From an optimization exercise on the open Yosys and OpenROAD flow, aimed at small area, a short achievable clock period and few clock cycles per item; shortcuts taken in it are not production practice. The RTL was checked by simulation tests, not by an equivalence proof against the original design.

==> 02-05 <==
// cpu_top
module cpu_top (
    input  logic               clk_i,
    input  logic               reset,
    input  cpu_pkg::byte_t     instr_i,
    input  logic               data_or_reg_i,
    input  cpu_pkg::reg_addr_t address_i,
    input  cpu_pkg::lane_t     vout_addr_i,
    output cpu_pkg::byte_t     value_o,
    output cpu_pkg::pattern_t  easter_egg_o
);
==> module alu, before the edit <==
module alu (
    input  cpu_pkg::dinstr_t   instr_i,
    input  cpu_pkg::word_t     rs1_data_i,
    input  cpu_pkg::word_t     rs2_data_i,
    output cpu_pkg::word_t     result_o,
    output cpu_pkg::reg_addr_t mem_idx_o,
    output logic               eq_o
);
    logic           full;        
    logic [1:0]     op;          
    cpu_pkg::word_t op_b;
    logic [6:0]     mimm;
    logic [6:0]     maddr;
    assign full = (instr_i[23:22] != cpu_pkg::K_OTH);
    assign op_b = full ? {{20{instr_i[21]}}, instr_i[21:10]} : rs2_data_i;
    always_comb begin
        case (instr_i[23:22])
            cpu_pkg::K_ADDI: op = 2'b00;
            cpu_pkg::K_ANDI: op = 2'b10;
            cpu_pkg::K_ORI:  op = 2'b11;
            default:         op = instr_i[16:15];
        endcase
    end
    always_comb begin
        case (op)
            2'b00:   result_o = rs1_data_i + op_b;
            2'b01:   result_o = rs1_data_i - op_b;
            2'b10:   result_o = rs1_data_i & op_b;
            default: result_o = rs1_data_i | op_b;
        endcase
    end
    assign mimm      = {instr_i[16:15], (instr_i[21:20] == cpu_pkg::S_LW) ? instr_i[14:10] : instr_i[9:5]};
    assign maddr     = rs1_data_i[6:0] + mimm;
    assign mem_idx_o = maddr[6:2];
    assign eq_o = (rs1_data_i == rs2_data_i);
endmodule
clock: 12.0 ns
lec_check: 0
cap_margin: 20
core_margin: 2
core_utilization: 25
place_density: 0.3
slew_margin: 20
run.sh (not shown) runs the stock make flow with config.mk's settings and CLKGATE_MAP_FILE= SYNTH_SCRIPT=/design/flow/synth_recipe.tcl, a recipe that flattens the netlist after the stock synthesis.
==> inputs of 07-26, as changes to 02-05 <==
--- a/flow/design.v
+++ b/flow/design.v
@@ -227,12 +227,38 @@
             default:         op = instr_i[16:15];
         endcase
     end
+    cpu_pkg::word_t bx, g, p, sum;
+    cpu_pkg::word_t gl [6];
+    cpu_pkg::word_t pl [6];
+    logic           sub;
+    assign sub = (op == 2'b01);
+    assign bx  = op_b ^ {32{sub}};
+    assign g   = rs1_data_i & bx;
+    assign p   = rs1_data_i ^ bx;
+    always_comb begin
+        gl[0] = g;
+        pl[0] = p;
+        for (int l = 0; l < 5; l++) begin
+            for (int i = 0; i < 32; i++) begin
+                if (i >= (1 << l)) begin
+                    gl[l+1][i] = gl[l][i] | (pl[l][i] & gl[l][i - (1 << l)]);
+                    pl[l+1][i] = pl[l][i] & pl[l][i - (1 << l)];
+                end else begin
+                    gl[l+1][i] = gl[l][i];
+                    pl[l+1][i] = pl[l][i];
+                end
+            end
+        end
+        sum[0] = p[0] ^ sub;
+        for (int i = 1; i < 32; i++) begin
+            sum[i] = p[i] ^ (gl[5][i-1] | (pl[5][i-1] & sub));
+        end
+    end
     always_comb begin
         case (op)
-            2'b00:   result_o = rs1_data_i + op_b;
-            2'b01:   result_o = rs1_data_i - op_b;
             2'b10:   result_o = rs1_data_i & op_b;
-            default: result_o = rs1_data_i | op_b;
+            2'b11:   result_o = rs1_data_i | op_b;
+            default: result_o = sum;
         endcase
     end
     assign mimm      = {instr_i[16:15], (instr_i[21:20] == cpu_pkg::S_LW) ? instr_i[14:10] : instr_i[9:5]};
--- a/flow/config.mk
+++ b/flow/config.mk
@@ -9,4 +9,6 @@
 export CORE_MARGIN = 2
 export CORE_UTILIZATION = 25
 export PLACE_DENSITY = 0.3
+export SETUP_SLACK_MARGIN = 4.5
 export SLEW_MARGIN = 20
+export TNS_END_PERCENT = 5
==> inputs of 05-24, as changes to 02-05 <==
--- a/flow/design.v
+++ b/flow/design.v
@@ -227,12 +227,38 @@
             default:         op = instr_i[16:15];
         endcase
     end
+    cpu_pkg::word_t bx, g, p, sum;
+    cpu_pkg::word_t gl [6];
+    cpu_pkg::word_t pl [6];
+    logic           sub;
+    assign sub = (op == 2'b01);
+    assign bx  = op_b ^ {32{sub}};
+    assign g   = rs1_data_i & bx;
+    assign p   = rs1_data_i ^ bx;
+    always_comb begin
+        gl[0] = g;
+        pl[0] = p;
+        for (int l = 0; l < 5; l++) begin
+            for (int i = 0; i < 32; i++) begin
+                if (i >= (1 << l)) begin
+                    gl[l+1][i] = gl[l][i] | (pl[l][i] & gl[l][i - (1 << l)]);
+                    pl[l+1][i] = pl[l][i] & pl[l][i - (1 << l)];
+                end else begin
+                    gl[l+1][i] = gl[l][i];
+                    pl[l+1][i] = pl[l][i];
+                end
+            end
+        end
+        sum[0] = p[0] ^ sub;
+        for (int i = 1; i < 32; i++) begin
+            sum[i] = p[i] ^ (gl[5][i-1] | (pl[5][i-1] & sub));
+        end
+    end
     always_comb begin
         case (op)
-            2'b00:   result_o = rs1_data_i + op_b;
-            2'b01:   result_o = rs1_data_i - op_b;
             2'b10:   result_o = rs1_data_i & op_b;
-            default: result_o = rs1_data_i | op_b;
+            2'b11:   result_o = rs1_data_i | op_b;
+            default: result_o = sum;
         endcase
     end
     assign mimm      = {instr_i[16:15], (instr_i[21:20] == cpu_pkg::S_LW) ? instr_i[14:10] : instr_i[9:5]};
--- a/flow/config.mk
+++ b/flow/config.mk
@@ -9,4 +9,6 @@
 export CORE_MARGIN = 2
 export CORE_UTILIZATION = 25
 export PLACE_DENSITY = 0.3
+export SETUP_SLACK_MARGIN = 3.0
 export SLEW_MARGIN = 20
+export TNS_END_PERCENT = 5
==> flow_results.org <==
** Run status
- The flow ran to the end and the layout has no timing, DRC or antenna violations.

** Floorplanning
- The die is between 800 and 900 um wide.

** Cells and area
- Final core utilization :: between 20% and 30%

** Setup path
- Total stage count of the critical path :: 38
-- figures above: 02-05

==> flow_results.org <==
** Setup path
- The critical path runs through a total of 11 cells.

** Synth
- After synthesis, the largest family of logic cells by area is multiplexers.
- Share of the synthesized area in the top cell type :: between 60% and 70%
- The synthesized netlist devotes 0.6214% of its cell area to adder and majority cells.

** Floorplanning
- Horizontal die dimension :: between 800 and 900 um

** Cells and area
- Fraction of layout cells with a size suffix above 1 :: between 30% and 40%
- At the end of the flow the core is filled with cells to a little under a third.

** Run status
- The run finished with no timing, DRC or antenna violations.

** Place
- The placed instances occupy a cell area of around 190,000 sq um.
-- figures above: 07-26

==> flow_results.org <==
** Clock tree
- Clock tree from TritonCTS :: built
- Root Driver :: clkbuf_16
- The H-tree was split into 5 levels.

** Run status
- Result of the run :: timing/DRC/antenna clean

** Synth
- Yosys warns :: 9

** Cells and area
- Final core utilization :: 29.56%

** Setup path
- Total stage count of the critical path :: 9

** Global routing
- Global routing used between 20% and 30% of the available tracks across all layers.
-- figures above: 05-24

Testbench counts of 02-05, summed over its fixed seeds: cycles 33,938, instrs 30,699.
Testbench counts of 07-26, summed over its fixed seeds: cycles 33,938, instrs 30,699.
Testbench counts of 05-24, summed over its fixed seeds: cycles 33,938, instrs 30,699.

## afterwards: timing with drivers on the ports
No port has a modelled driver above. Below, the same layouts with a new extraction and two added sets of constraints.
Step 1 sets driving cells, clkbuf_16 on the clock port and buf_2 on the other inputs (assumed; they add their load-dependent delay and slew).
Step 2 moves the port delays by t, midway between the first and last clock arrival at a register: inputs arrive t later, outputs are due t later. That takes back most of the time a late clock gives input paths.
Slacks: no drivers / after step 1 / after step 2; pairs: no drivers / after step 1.
run | shift t [ns] | setup WS [ns] | hold WS [ns] | slew at the worst register clock pin (ns) | worst data-port slew with drivers (ns)
02-05 | 1.164 | 0.857 / 0.857 / 0.857 | 0.359 / 0.359 / 0.359 | 0.07 / 0.07 | 0.32
07-26 | 1.185 | 3.728 / 3.404 / 3.404 | 0.354 / 0.354 / 0.354 | 0.08 / 0.08 | 0.36
05-24 | 1.147 | 2.942 / 2.730 / 2.730 | 0.348 / 0.348 / 0.348 | 0.07 / 0.07 | 0.28
After both steps every run listed still meets setup and hold. The setup slack of 07-26, which loses most, moves by -0.324 ns with the drivers and by -0.324 ns with both steps.
